From an optimization exercise on the open Yosys and OpenROAD flow, aimed at small area, a short achievable clock period and few clock cycles per item; shortcuts taken in it are not production practice.
No functional check of the RTL was part of any run shown here.
Power and IR drop assume default switching activity.

File: flow/flow/run.sh
#!/bin/bash
# The standard layout (standard.sh: the standard flow's synthesis and ORFS flow), except
# that the port buffers are the smallest buffer, sky130_fd_sc_hd__buf_1,
# rather than the cell buffer_ports picks by default, and clock tree synthesis
# uses larger sink clusters and no dummy loads. Repair may still resize the
# port buffers. The full output goes to standard.log.
set -o pipefail
export BUFFER_PORTS_ARGS="-buffer_cell sky130_fd_sc_hd__buf_1"
export CTS_ARGS="-sink_clustering_enable -repair_clock_nets -dont_use_dummy_load -buf_list {sky130_fd_sc_hd__clkbuf_4 sky130_fd_sc_hd__clkbuf_8} -sink_clustering_size 25 -sink_clustering_max_diameter 100"
bash standard.sh > standard.log 2>&1
File: flow/standard.sh
#!/bin/bash
# synth_recipe.tcl (not shown) runs the flow's synth.tcl, then flattens the netlist and writes it again
# the make line also repeats each setting of config.mk as NAME=value (left out here)
make -C /OpenROAD-flow-scripts/flow DESIGN_CONFIG=/design/flow/config.mk WORK_HOME=/design/flow/orfs CLKGATE_MAP_FILE= SYNTH_SCRIPT=/design/flow/synth_recipe.tcl "${@:-finish}"
File: flow/config.mk
export PLATFORM = sky130hd
export DESIGN_NAME = unary_row_top
export DESIGN_NICKNAME = unary_row_top
export VERILOG_FILES = /design/flow/design.v
export SDC_FILE = /design/flow/constraint.sdc
export NUM_CORES = 4
export LEC_CHECK = 0
export CAP_MARGIN = 20
export CORE_MARGIN = 2
export CORE_UTILIZATION = 40
export CTS_BUF_LIST = sky130_fd_sc_hd__clkbuf_4 sky130_fd_sc_hd__clkbuf_8
export SLEW_MARGIN = 20
File: flow/constraint.sdc
create_clock -name core_clock -period 5.0 [get_ports {clk}]
set_input_delay 1.0000 -clock core_clock [delete_from_list [all_inputs] [get_ports {clk}]]
set_output_delay 1.0000 -clock core_clock [all_outputs]
set_load 0.01 [all_outputs]
File: flow/design.v
`default_nettype none
package unary_data_pkg;
    typedef logic signed [8-1:0] ifm_t;     
    typedef logic        [8-2:0] mag_t;     
    typedef logic signed [24-1:0] psum_t;
    typedef logic        [8-2:0] win_cnt_t;  
    localparam int unsigned WIN_LEN = 2 ** (8 - 1);
endpackage
`default_nettype wire
`default_nettype none
module unary_col
(
    input  wire logic [6:0] y,
    input  wire logic       sa_e,
    input  wire logic       n,
    input  wire logic [6:0] w,
    input  wire logic [6:0] bias_lo,
    output logic [6:0]      lo,
    output logic            c
);
    logic [6:0] r;
    logic [6:0] h;
    logic [6:0] bx;
    logic [5:0][5:0] pp;
    always_comb begin
        for (int k = 0; k < 7; k++) r[k] = w[6-k];
    end
    assign bx = bias_lo ^ {7{n}};
    logic [6:0] gen0, prop0, gen1, prop1, gen2, prop2, gen3;
    logic [7:0] gt;
    logic [6:0] lg0, lp0, lg1, lp1, lg2, lp2, lt;
    logic       e;
    assign gen0  = y & ~r;
    assign prop0 = y | ~r;
    assign lg0   = ~y & r;
    assign lp0   = ~y | r;
    for (genvar k = 0; k < 7; k++) begin : g_ks
        assign gen1[k]  = (k >= 1) ? gen0[k]  | (prop0[k] & gen0[k >= 1 ? k-1 : 0])  : gen0[k];
        assign prop1[k] = (k >= 1) ? prop0[k] & prop0[k >= 1 ? k-1 : 0] : prop0[k];
        assign gen2[k]  = (k >= 2) ? gen1[k]  | (prop1[k] & gen1[k >= 2 ? k-2 : 0])  : gen1[k];
        assign prop2[k] = (k >= 2) ? prop1[k] & prop1[k >= 2 ? k-2 : 0] : prop1[k];
        assign gen3[k]  = (k >= 4) ? gen2[k]  | (prop2[k] & gen2[k >= 4 ? k-4 : 0])  : gen2[k];
        assign lg1[k] = (k <= 5) ? lg0[k] | (lp0[k] & lg0[k <= 5 ? k+1 : 6]) : lg0[k];
        assign lp1[k] = (k <= 5) ? lp0[k] & lp0[k <= 5 ? k+1 : 6] : lp0[k];
        assign lg2[k] = (k <= 4) ? lg1[k] | (lp1[k] & lg1[k <= 4 ? k+2 : 6]) : lg1[k];
        assign lp2[k] = (k <= 4) ? lp1[k] & lp1[k <= 4 ? k+2 : 6] : lp1[k];
        assign lt[k]  = (k <= 2) ? lg2[k] | (lp2[k] & lg2[k <= 2 ? k+4 : 6]) : lg2[k];
    end
    assign gt = {gen3, 1'b0};
    assign e  = sa_e & lt[0];
    for (genvar k = 0; k < 7; k++) begin : g_hit
        assign h[k] = r[k] & (y[k] | gt[k]);
    end
    for (genvar k = 0; k < 6; k++) begin : g_pp
        for (genvar j = 0; j < 6 - k; j++) begin : g_col
            assign pp[k][j] = r[k] & y[j+k+1];
        end
        for (genvar j = 6 - k; j < 6; j++) begin : g_pad
            assign pp[k][j] = 1'b0;
        end
    end
    wire fs0, fc0;
    assign fs0 = pp[0][0] ^ pp[1][0] ^ pp[2][0];
    assign fc0 = (pp[0][0] & pp[1][0]) | (pp[2][0] & (pp[0][0] ^ pp[1][0]));
    wire fs1, fc1;
    assign fs1 = pp[3][0] ^ pp[4][0] ^ pp[5][0];
    assign fc1 = (pp[3][0] & pp[4][0]) | (pp[5][0] & (pp[3][0] ^ pp[4][0]));
    wire fs2, fc2;
    assign fs2 = fs0 ^ fs1 ^ e;
    assign fc2 = (fs0 & fs1) | (e & (fs0 ^ fs1));
    wire fs3, fc3;
    assign fs3 = h[0] ^ h[1] ^ h[2];
    assign fc3 = (h[0] & h[1]) | (h[2] & (h[0] ^ h[1]));
    wire fs4, fc4;
    assign fs4 = h[3] ^ h[4] ^ h[5];
    assign fc4 = (h[3] & h[4]) | (h[5] & (h[3] ^ h[4]));
    wire fs5, fc5;
    assign fs5 = h[6] ^ fs2 ^ fs3;
    assign fc5 = (h[6] & fs2) | (fs3 & (h[6] ^ fs2));
    wire fs6, fc6;
    assign fs6 = bx[1] ^ pp[0][1] ^ pp[1][1];
    assign fc6 = (bx[1] & pp[0][1]) | (pp[1][1] & (bx[1] ^ pp[0][1]));
    wire fs7, fc7;
    assign fs7 = pp[2][1] ^ pp[3][1] ^ pp[4][1];
    assign fc7 = (pp[2][1] & pp[3][1]) | (pp[4][1] & (pp[2][1] ^ pp[3][1]));
    wire fs8, fc8;
    assign fs8 = fc0 ^ fc1 ^ fs6;
    assign fc8 = (fc0 & fc1) | (fs6 & (fc0 ^ fc1));
    wire fs9, fc9;
    assign fs9 = fs7 ^ fs8 ^ fc2;
    assign fc9 = (fs7 & fs8) | (fc2 & (fs7 ^ fs8));
    wire fs10, fc10;
    assign fs10 = fc3 ^ fc4 ^ fc5;
    assign fc10 = (fc3 & fc4) | (fc5 & (fc3 ^ fc4));
    wire fs11, fc11;
    assign fs11 = bx[2] ^ pp[0][2] ^ pp[1][2];
    assign fc11 = (bx[2] & pp[0][2]) | (pp[1][2] & (bx[2] ^ pp[0][2]));
    wire fs12, fc12;
    assign fs12 = pp[2][2] ^ pp[3][2] ^ fc6;
    assign fc12 = (pp[2][2] & pp[3][2]) | (fc6 & (pp[2][2] ^ pp[3][2]));
    wire fs13, fc13;
    assign fs13 = fc7 ^ fs11 ^ fc8;
    assign fc13 = (fc7 & fs11) | (fc8 & (fc7 ^ fs11));
    wire fs14, fc14;
    assign fs14 = fs12 ^ fs13 ^ fc9;
    assign fc14 = (fs12 & fs13) | (fc9 & (fs12 ^ fs13));
    wire fs15, fc15;
    assign fs15 = bx[3] ^ pp[0][3] ^ pp[1][3];
    assign fc15 = (bx[3] & pp[0][3]) | (pp[1][3] & (bx[3] ^ pp[0][3]));
    wire fs16, fc16;
    assign fs16 = pp[2][3] ^ fc11 ^ fs15;
    assign fc16 = (pp[2][3] & fc11) | (fs15 & (pp[2][3] ^ fc11));
    wire fs17, fc17;
    assign fs17 = fc12 ^ fs16 ^ fc13;
    assign fc17 = (fc12 & fs16) | (fc13 & (fc12 ^ fs16));
    wire fs18, fc18;
    assign fs18 = bx[4] ^ pp[0][4] ^ pp[1][4];
    assign fc18 = (bx[4] & pp[0][4]) | (pp[1][4] & (bx[4] ^ pp[0][4]));
    wire fs19, fc19;
    assign fs19 = fc15 ^ fs18 ^ fc16;
    assign fc19 = (fc15 & fs18) | (fc16 & (fc15 ^ fs18));
    wire fs20, fc20;
    assign fs20 = bx[5] ^ pp[0][5] ^ fc18;
    assign fc20 = (bx[5] & pp[0][5]) | (fc18 & (bx[5] ^ pp[0][5]));
    logic [7:0] ra, rb, pg, pk;
    logic [7:0] cg1, cp1, cg2, cp2, cg3;
    logic [8:0] cy;
    assign ra = {1'b0, bx[6], fs20, fs19, fs17, fc10, fs9, fs4};
    assign rb = {1'b0, fc20, fc19, fc17, fc14, fs14, fs10, fs5};
    assign pg = ra & rb;
    assign pk = ra ^ rb;
    for (genvar j = 0; j < 8; j++) begin : g_cpa
        assign cg1[j] = (j >= 1) ? pg[j]  | (pk[j]  & pg[j >= 1 ? j-1 : 0])  : pg[j] | (pk[j] & bx[0]);
        assign cp1[j] = (j >= 1) ? pk[j]  & pk[j >= 1 ? j-1 : 0] : 1'b0;
        assign cg2[j] = (j >= 2) ? cg1[j] | (cp1[j] & cg1[j >= 2 ? j-2 : 0]) : cg1[j] | (cp1[j] & bx[0]);
        assign cp2[j] = (j >= 2) ? cp1[j] & cp1[j >= 2 ? j-2 : 0] : 1'b0;
        assign cg3[j] = (j >= 4) ? cg2[j] | (cp2[j] & cg2[j >= 4 ? j-4 : 0]) : cg2[j] | (cp2[j] & bx[0]);
    end
    assign cy = {cg3, bx[0]};
    assign lo = (pk[6:0] ^ {7{n}}) ^ cy[6:0];
    assign c  = cy[7];
endmodule
`default_nettype wire
`default_nettype none
module psum_hi
#(
    parameter int W = 24 - 7
)
(
    input  wire logic [W-1:0] b,
    input  wire logic [W-1:0] q,
    input  wire logic         n,
    input  wire logic         cy,
    input  wire logic         go,
    output logic [W-1:0]      d
);
    logic [W:0] qg;
    always_comb begin
        qg[0] = go;
        for (int i = 0; i < W; i++) qg[i+1] = qg[i] & (b[i] ^ n);
    end
    assign d = (go ? b : q) ^ ({W{cy}} & qg[W-1:0]);
endmodule
`default_nettype wire
`default_nettype none
module unary_row_top
(
    input  wire logic                    clk,
    input  wire logic                    rst_n_i,
    input  wire logic                    start_i,
    input  wire unary_data_pkg::ifm_t                    ifm_i,
    input  wire logic                    wght_load_i,
    input  wire logic                    wght_sign_i,
    input  wire unary_data_pkg::mag_t                    wght_abs_i,
    input  wire logic                    wght_clr_i,
    input  wire unary_data_pkg::psum_t [4-1:0] bias_i,
    output logic                         busy_o,
    output unary_data_pkg::psum_t [4-1:0]      result_o,
    output logic                         result_valid_o
);
    localparam int HI = 24 - 7;   
    logic                                     valid_q;
    logic                                     go;
    logic [4-1:0]                   wght_sign_q;
    unary_data_pkg::mag_t [4-1:0]   wght_abs_q;
    logic                                     ifm_sign;
    logic                                     sa_e;
    logic [6:0]                               y;
    unary_data_pkg::psum_t [4-1:0]  res;
    assign go = start_i && !valid_q;   
    always_ff @(posedge clk or negedge rst_n_i) begin
        if (!rst_n_i) valid_q <= 1'b0;
        else          valid_q <= go;
    end
    assign busy_o         = valid_q;
    assign result_valid_o = valid_q;
    always_ff @(posedge clk or negedge rst_n_i) begin
        if (!rst_n_i) begin
            wght_sign_q <= '0;
            wght_abs_q  <= '0;
        end else if (wght_clr_i) begin
            wght_sign_q <= '0;
            wght_abs_q  <= '0;
        end else if (wght_load_i) begin
            wght_sign_q <= {wght_sign_q[4-2:0], wght_sign_i};
            wght_abs_q  <= {wght_abs_q[4-2:0], wght_abs_i};
        end
    end
    assign ifm_sign = ifm_i[8-1];
    assign sa_e     = ifm_sign;
    assign y        = ifm_i[8-2:0] ^ {7{sa_e}};
    for (genvar c = 0; c < 4; c++) begin : g_col
        logic          n, cy, m;
        logic [6:0]    lo;
        assign n = ifm_sign ^ wght_sign_q[c];
        unary_col i_col (
            .y(y), .sa_e(sa_e), .n(n), .w(wght_abs_q[c]),
            .bias_lo(bias_i[c][6:0]), .lo(lo), .c(cy)
        );
        psum_hi i_hi (
            .b(bias_i[c][24-1:7]), .q(result_o[c][24-1:7]),
            .n(n), .cy(cy), .go(go), .d(res[c][24-1:7])
        );
        assign res[c][6:0] = go ? lo : result_o[c][6:0];
    end
    always_ff @(posedge clk or negedge rst_n_i) begin
        if (!rst_n_i)  result_o <= '0;
        else           result_o <= res;   
    end
endmodule
`default_nettype wire
==> results.txt, run 1 <==
crit start category=primary input; power per cell area=236 nW/um^2; hold_buf cts=0; Initial Utilization=40.3%; post-synthesis mux area share=7.14%; RePlAce Congestion=0.924; I/O Pins=215; Worst path top cell family by delay=adder cells; final worst-path cycle share=98.0%; Max Fclk=0.204 GHz; CP max FO=12; RSZ-0062 raised after global routing=yes; Post-synth EDFFs=0; largest net degree at the start of global routing=85; CTS max path bufs=2; delay of the slowest cell on the worst path=0.55 ns; antenna violations before repair=1; HP Start=result_o[4]; Netlist Area Pre-Place=12300 sq um; number of global-route vias before repair=11.1k; worst r2r src=wght_abs_q[0]; syn_area_per_cell=8.83 sq um; Lkg Pwr=0.00685 uW; adder-cell area share of the yosys netlist=17.5%; num rows=64; Setup-failing EPs final=0; Ys Warns=3; CP Cell Sequence=buf_1 -> buf_4 -> xor2_4 -> and2_4 -> fa_1 -> fa_1 -> fa_2 -> inv_2 -> fa_1 -> inv_2 -> ha_4 -> nand2_2 -> o21ai_2 -> a21oi_2 -> o21a_2 -> a211oi_2 -> mux2_1 -> a221o_1; CP Capture Type=flip-flop; run status=finished clean; Primary FF master, synth=dfrtp_1; critical path type=primary input to flip-flop; Rel. slew slack=30.6%; Slew @ Worst Pin=1.04 ns; Area growth syn-to-layout=27.6%; Final ANT Viol Nets=0; layout cells sized above 1=18.9%; CTS tree=built; Routed WL per cell=16.6 microns; Clk Latency, worst-skew pair=0.49 ns; Via density=5.16; CTS root buf=clkbuf_8; Total GRT Usage=22.5%; number of remaining DRC errors=0; Hold Violations, Final=0; post-synthesis compound-gate area fraction=13.3%; largest family of logic cells by synthesized area=adder cells; Seq/Total Area, Yosys=26.3%; maxcap violations=0; Total Power=3700 uW; die extent in y=179 microns; final hold slack=0.470 ns; Reg clk slew, reported paths=0.08 ns; commonest cells after routing, fill and taps aside=buf_1, buf_4, nand2_1; fin area=15700 sq um; Top cell by count, worst path=fa_1; most common cell after layout, fill and taps aside=buf_1; IO Port Bufs=214; H-tree depth=4; fin crit period=4.90 ns; syn nets=1619; Synth Register Bits=129; Congestion Overflow GR=0; Num CTS Buffers=17; die area=32100 sq um; routed vias=10.9k; first-pass GRT wire length=56800 microns; ys async rst share=100%; Die W=179 microns; CP required=5.35 ns; Total Wirelength=35100 microns; Hold/Removal Path Class=flip-flop to flip-flop; Final #Nets=1951; beginning of the critical path=ifm_i[1]; Mapped Cells=1390; Worst VDD drop=0.000186 V; Synth Area in Simple Gates=15.8%; Crit path arrival time=5.26 ns; CP bufs+invs=4; synth unique cells=72; CORE AREA=30400 sq um; drt first pass iters=5; CP max-delay cell=fa_1; HPWL Detailed=27100 microns; CTS sink count=129; initial drt markers=506; Slew Limit Fails=0; XOR/XNOR Fraction of Synth Area=13.6%; clk_skew=0.0352 ns; Cell Area, Placed=15100 sq um
## registers in the layout, indices dropped and copies added, names as in the netlist
| signal | count |
|---|---|
| result_o | 96 |
| valid_q | 1 |
| wght_abs_q | 28 |
| wght_sign_q | 4 |
## power breakdown
group	internal (uW)	switching, uW
sequential	1210	103
combinational	758	929
clock	299	404
## synthesized netlist by cell type (5+ instances only)
cell type	number	area share [%]
nand2_1	158	4.8
dfrtp_1	129	26
inv_1	113	3.5
xnor2_1	113	8.1
nor2_1	87	2.7
o21ai_0	86	3.5
fa_1	84	14
mux2i_1	83	6.8
clkbuf_1	68	2.1
xor2_1	62	4.4
a21oi_1	57	2.3
nand3_1	36	1.5
and2_1	31	1.6
ha_1	28	2.9
a21o_1	19	1.2
nor3_1	19	0.77
or3_1	19	0.97
buf_1	13	0.40
maj3_1	11	0.90
nand4_1	11	0.56
nand2b_1	10	0.51
nor2b_1	10	0.51
nor4_1	10	0.51
o221ai_1	10	0.71
and3_1	9	0.46
o211ai_1	8	0.49
buf_2	6	0.24
o21a_1	5	0.31
o21bai_1	5	0.31
## cell families after synthesis
group,Yosys count
simple gates,415
compound gates,251
buf+inv,204
xor+xnor,181
flops,129
fa+ha+maj,123
mux,87
## stage by stage
step	instances	utilization, %	setup TNS, ns	worst slack, ns
after global routing	2116	51.4	-0.275	-0.116
after global placement	2091	49.5	-32.14	-0.546
final	2117	51.5	0	0.0991
after CTS	2108	50.3	-0.0193	-0.0193
after detailed placement	2091	49.5	-38.05	-0.612
after floorplan	1390	-	-27.91	-0.596
## timing repair
item / 4_1_cts / 5_1_grt
resized for setup: 4 / 64
pin swaps: 0 / 42
setup buffers: 0 / 7
cloned: 0 / 0
setup endpoints to repair: 28 / 70
## layout make-up
| class | count | area (sq um) |
|---|---|---|
| repair buffers | 403 | 2350 |
| fillers | 2912 | 14800 |
| clock buffers | 17 | 234 |
| multi-input cells | 1057 | 8910 |
| flip-flops and latches | 129 | 3230 |
| diodes | 1 | 2.50 |
| inverters | 114 | 428 |
| well taps | 396 | 495 |
## tightest hold or removal path: cells and delay by family, from the launching register on
kind          cells  cell delay [ns]
flops             1             0.35
simple gates      2             0.10
## path summary, 6_finish.rpt
kind / end / slack (ns) / cells after the start
worst max-delay path: result_o[92] / 0.1 / 18
worst min-delay path: result_o[4] / 0.47 / 2
worst max register to register: result_o[6] / 0.42 / 20
worst min register to register: result_o[4] / 0.47 / 2
max in group asynchronous: result_o[94] / 3.56 / 2
min in group asynchronous: wght_sign_q[3] / 0.52 / 1
## layer usage
metal / routed length, microns / up-vias / track usage [%]
met1: 15700 / 5304 / 29.5
met3: 1870 / 66 / 4.62
met5: 16 / - / 0
met4: 915 / 2 / 7.83
met2: 16600 / 273 / 37.0
li1: - / 5287 / -
==> run 2, diff against run 1 <==
--- a/flow/design.v
+++ b/flow/design.v
@@ -16,5 +16,6 @@
     input  wire logic [6:0] w,
     input  wire logic [6:0] bias_lo,
-    output logic [6:0]      lo,
+    output logic [6:0]      lo_p,
+    output logic [6:0]      lo_c,
     output logic            c
 );
@@ -138,5 +139,6 @@
     end
     assign cy = {cg3, bx[0]};
-    assign lo = (pk[6:0] ^ {7{n}}) ^ cy[6:0];
+    assign lo_p = pk[6:0] ^ {7{n}};
+    assign lo_c = cy[6:0];
     assign c  = cy[7];
 endmodule
@@ -212,9 +214,9 @@
     for (genvar c = 0; c < 4; c++) begin : g_col
         logic          n, cy, m;
-        logic [6:0]    lo;
+        logic [6:0]    lo_p, lo_c;
         assign n = ifm_sign ^ wght_sign_q[c];
         unary_col i_col (
             .y(y), .sa_e(sa_e), .n(n), .w(wght_abs_q[c]),
-            .bias_lo(bias_i[c][6:0]), .lo(lo), .c(cy)
+            .bias_lo(bias_i[c][6:0]), .lo_p(lo_p), .lo_c(lo_c), .c(cy)
         );
         psum_hi i_hi (
@@ -222,5 +224,5 @@
             .n(n), .cy(cy), .go(go), .d(res[c][24-1:7])
         );
-        assign res[c][6:0] = go ? lo : result_o[c][6:0];
+        assign res[c][6:0] = (go ? lo_p : result_o[c][6:0]) ^ ({7{go}} & lo_c);
     end
     always_ff @(posedge clk or negedge rst_n_i) begin
--- a/flow/flow/run.sh
+++ b/flow/flow/run.sh
@@ -7,4 +7,8 @@
 set -o pipefail
 export BUFFER_PORTS_ARGS="-buffer_cell sky130_fd_sc_hd__buf_1"
+# Skip the generic ABC pass inside synth so the extracted adders keep their
+# polarity (fewer inverters between them); the registers come out the same
+# as in the standard synthesis.
+export SYNTH_ARGS=-noabc
 export CTS_ARGS="-sink_clustering_enable -repair_clock_nets -dont_use_dummy_load -buf_list {sky130_fd_sc_hd__clkbuf_4 sky130_fd_sc_hd__clkbuf_8} -sink_clustering_size 25 -sink_clustering_max_diameter 100"
 bash standard.sh > standard.log 2>&1
==> results.txt, run 2 <==
synth unique cells=69 (-4.2%); CTS root buf=clkbuf_8; Num CTS Buffers=17 (unchanged); Largest regs=result_o: 96 flops, wght_abs_q: 28 flops, wght_sign_q: 4 flops; CP max FO=7 (-5); worst setup margin=-0.0416 ns (-0.141 ns); Initial Utilization=40.8% (+0.49 points); first-pass GRT wire length=54900 microns (-3.4%); layout cells sized above 1=23.8% (+4.9 points); r2r setup slk=0.28 ns (-0.14 ns); top cell type's share of synthesized area=27.4% (+1.1 points); clk_skew=0.0235 ns (-0.0117 ns); Final ANT Viol Nets=0 (unchanged); CP required=5.34 ns (about the same); top cells by count, synth=dfrtp_1, xnor2_1, nor2_1, nand2_1, mux2i_1; fin crit period=5.04 ns (+0.141 ns); Hold Violations, Final=0 (unchanged); share of the core filled with cells=53.9% (+2.4 points); Rel. slew slack=44.1% (+14 points); final hold slack=0.480 ns (+0.00992 ns); top cells by area, synth=dfrtp_1, fa_1, xnor2_1; Clk Latency, worst-skew pair=0.46 ns (-0.03 ns); most common cell after layout, fill and taps aside=buf_1; Max Fclk=0.198 GHz (-2.8%); Failing Checks=negative setup slack; # fillers=2688 (-7.7%); Total GRT Usage=22.4% (-0.099 points); IO Port Bufs=214 (unchanged); RePlAce Congestion=0.885 (-4.2%); Congestion Overflow GR=0 (unchanged); maxcap violations=0 (unchanged); Reg with most FFs=result_o; Via density=5.23 (+1.3%); Die W=176 microns (-2.0%); Seq/Total Area, Yosys=27.4% (+1.1 points); initial drt markers=624 (+23%); DP Cell Count=1936 (-7.4%); die area=30800 sq um (-3.9%); Crit path arrival time=5.38 ns (+0.12 ns); number of remaining DRC errors=0 (unchanged); Post-synth EDFFs=0 (unchanged); commonest cells after routing, fill and taps aside=buf_1, buf_4, dfrtp_1; antenna violations before repair=1 (unchanged); Routed WL per cell=16.9 microns (+2.0%); power per cell area=241 nW/um^2 (+2.0%); final worst-path cycle share=101% (+2.8 points); Ys Warns=3 (unchanged); Area growth syn-to-layout=32.0%; Cell Area, Placed=14400 sq um (-4.3%); Post-Layout Cell Count=1975 (-6.7%); Worst VDD drop=0.000139 V (-25%); syn nets=1478 (-8.7%); Final #Nets=1821 (-6.7%); CORE AREA=28900 sq um (-5.2%); Reg clk slew, reported paths=0.07 ns (about the same); Slew Limit Fails=0 (unchanged); drt first pass iters=5 (unchanged); largest net degree at the start of global routing=78 (-8.2%); Hold/Removal Path Class=flip-flop to flip-flop; H-tree depth=4 (unchanged); run status=finished with violations; Synth Register Bits=129 (unchanged); Synth area leader=dfrtp_1; ys async rst share=100% (unchanged); critical path type=primary input to flip-flop; num rows=62 (-3.1%); Mapped Cells=1249 (-10%); fin area=15500 sq um (-0.73%); RSZ-0062 raised after global routing=yes; routed vias=10.3k (-5.5%); hold_buf cts=0 (unchanged); Total Wirelength=33400 microns (-4.8%); crit start category=primary input; Lkg Pwr=0.00675 uW (-1.5%); number of global-route vias before repair=10.4k (-6.3%); Slew @ Worst Pin=0.838 ns (-0.203 ns); Largest register FFs=96 (unchanged); die extent in y=176 microns (-2.0%); Netlist Area Pre-Place=11800 sq um (-4.0%); syn_area_per_cell=9.43 sq um (+6.8%); Setup-failing EPs final=3 (+3); CP Capture Type=flip-flop; Primary FF master, synth=dfrtp_1; CTS tree=built; HPWL Detailed=25200 microns (-7.1%); top-count cell post-synth=dfrtp_1; CTS max path bufs=2 (unchanged); CTS sink count=129 (unchanged); I/O Pins=215 (unchanged)
run 2: power breakdown:
group | leakage, uW | switching (uW) | internal (uW)
sequential | 0.00160 | 104 | 1210
clock | 0.000122 | 384 | 299
combinational | 0.00503 | 921 | 831
total | 0.00675 | 1410 | 2340
run 2: metrics by stage:
| step | TNS [ns] | power [uW] | setup slack, ns |
|---|---|---|---|
| 4_1_cts | 0 | 3720 | 0.00149 |
| 2_1_floorplan | -31.57 | 2340 | -0.633 |
| 3_3_place_gp | -47.22 | 2920 | -0.742 |
| 3_5_place_dp | -52.11 | 2950 | -0.826 |
| 6_report | -0.0575 | 3750 | -0.0416 |
| 5_1_grt | -3.97 | 4030 | -0.198 |
run 2: worst max-delay path, stage by stage:
cell	delay (ns)
buf_12	0.12
buf_12	0.14
buf_6	0.14
xor2_4	0.21
buf_4	0.15
and2_1	0.16
fa_1	0.54
fa_1	0.44
fa_2	0.36
fa_1	0.50
ha_4	0.30
nand2_2	0.05
o21ai_2	0.15
nand4_1	0.20
a31o_4	0.31
nor3_4	0.28
o211ai_1	0.15
xor2_1	0.17
run 2: repair_timing:
action                     CTS  global route
setup buffers                8            18
pin swaps                   54            88
setup endpoints to repair   70            82
resized for setup           63           106
gates cloned                 1             0
run 2: cell type report:
cell class,instances,area [sq um],share of cell area (%)
Tap cell,384,480,3.09
Inverter,21,78.8,0.507
Antenna cell,1,2.50,0.0161
Sequential cell,129,3230,20.8
Multi-Input combinational cell,1024,9140,58.8
Clock buffer,17,234,1.51
Timing Repair Buffer,399,2380,15.3
run 2: final timing paths:
path                               start        endpoint  depth (start not counted)
setup / recovery                ifm_i[7]    result_o[95]                         18
hold / removal              result_o[74]    result_o[74]                          2
setup reg to reg           wght_abs_q[7]    result_o[47]                         18
hold reg to reg             result_o[74]    result_o[74]                          2
max in group asynchronous        rst_n_i    result_o[32]                          2
min in group asynchronous        rst_n_i  wght_abs_q[23]                          1
run 2: routing by layer:
layer | wire, microns | up-vias | track usage (%)
li1 | - | 4959 | -
met1 | 14700 | 5078 | 30.1
met2 | 16100 | 252 | 36.5
met3 | 2080 | 42 | 5.58
met4 | 544 | 0 | 5.41
met5 | 0 | - | 0
run 2: cell families (layout without fill, tap and decap cells):
group | after synthesis | after routing | share of synthesized area (%)
flip-flops | 129 | 129 | 27.4
other | 0 | 1 | 0
adder cells (fa/ha/maj) | 130 | 130 | 18.8
AND/OR/NAND/NOR | 398 | 398 | 16.4
AO/OA/AOI/OAI | 217 | 217 | 11.7
multiplexers | 94 | 94 | 8.04
XOR/XNOR | 185 | 185 | 14.3
buffers and inverters | 96 | 437 | 3.32

port drivers added, routing unchanged:
The results above use ideal ports. As a check the final layouts listed here were re-extracted and re-timed, cells and wires unchanged. Step 1: set_driving_cell puts a clkbuf_16 on clk and a buf_2 on each other input, an assumption about the parent block. Step 2, shift: input delay + t, output delay - t, t = (earliest + latest rising clock arrival at the registers) / 2. This alone moves slack from input paths to output paths. Three values: ideal ports, drivers, drivers and shift; two values: the first two.
| run | shift t [ns] | setup WS [ns] | worst setup path after step 2 |
|---|---|---|---|
| run 1 | 0.514 | 0.099 / 0.085 / -0.429 | input to register |
| run 2 | 0.496 | -0.042 / -0.073 / -0.569 | input to register |
Met with ideal ports but missed after step 2: setup timing in run 1. The setup slack of run 1, which loses most, moves by -0.014 ns with the drivers and by -0.528 ns with both steps.
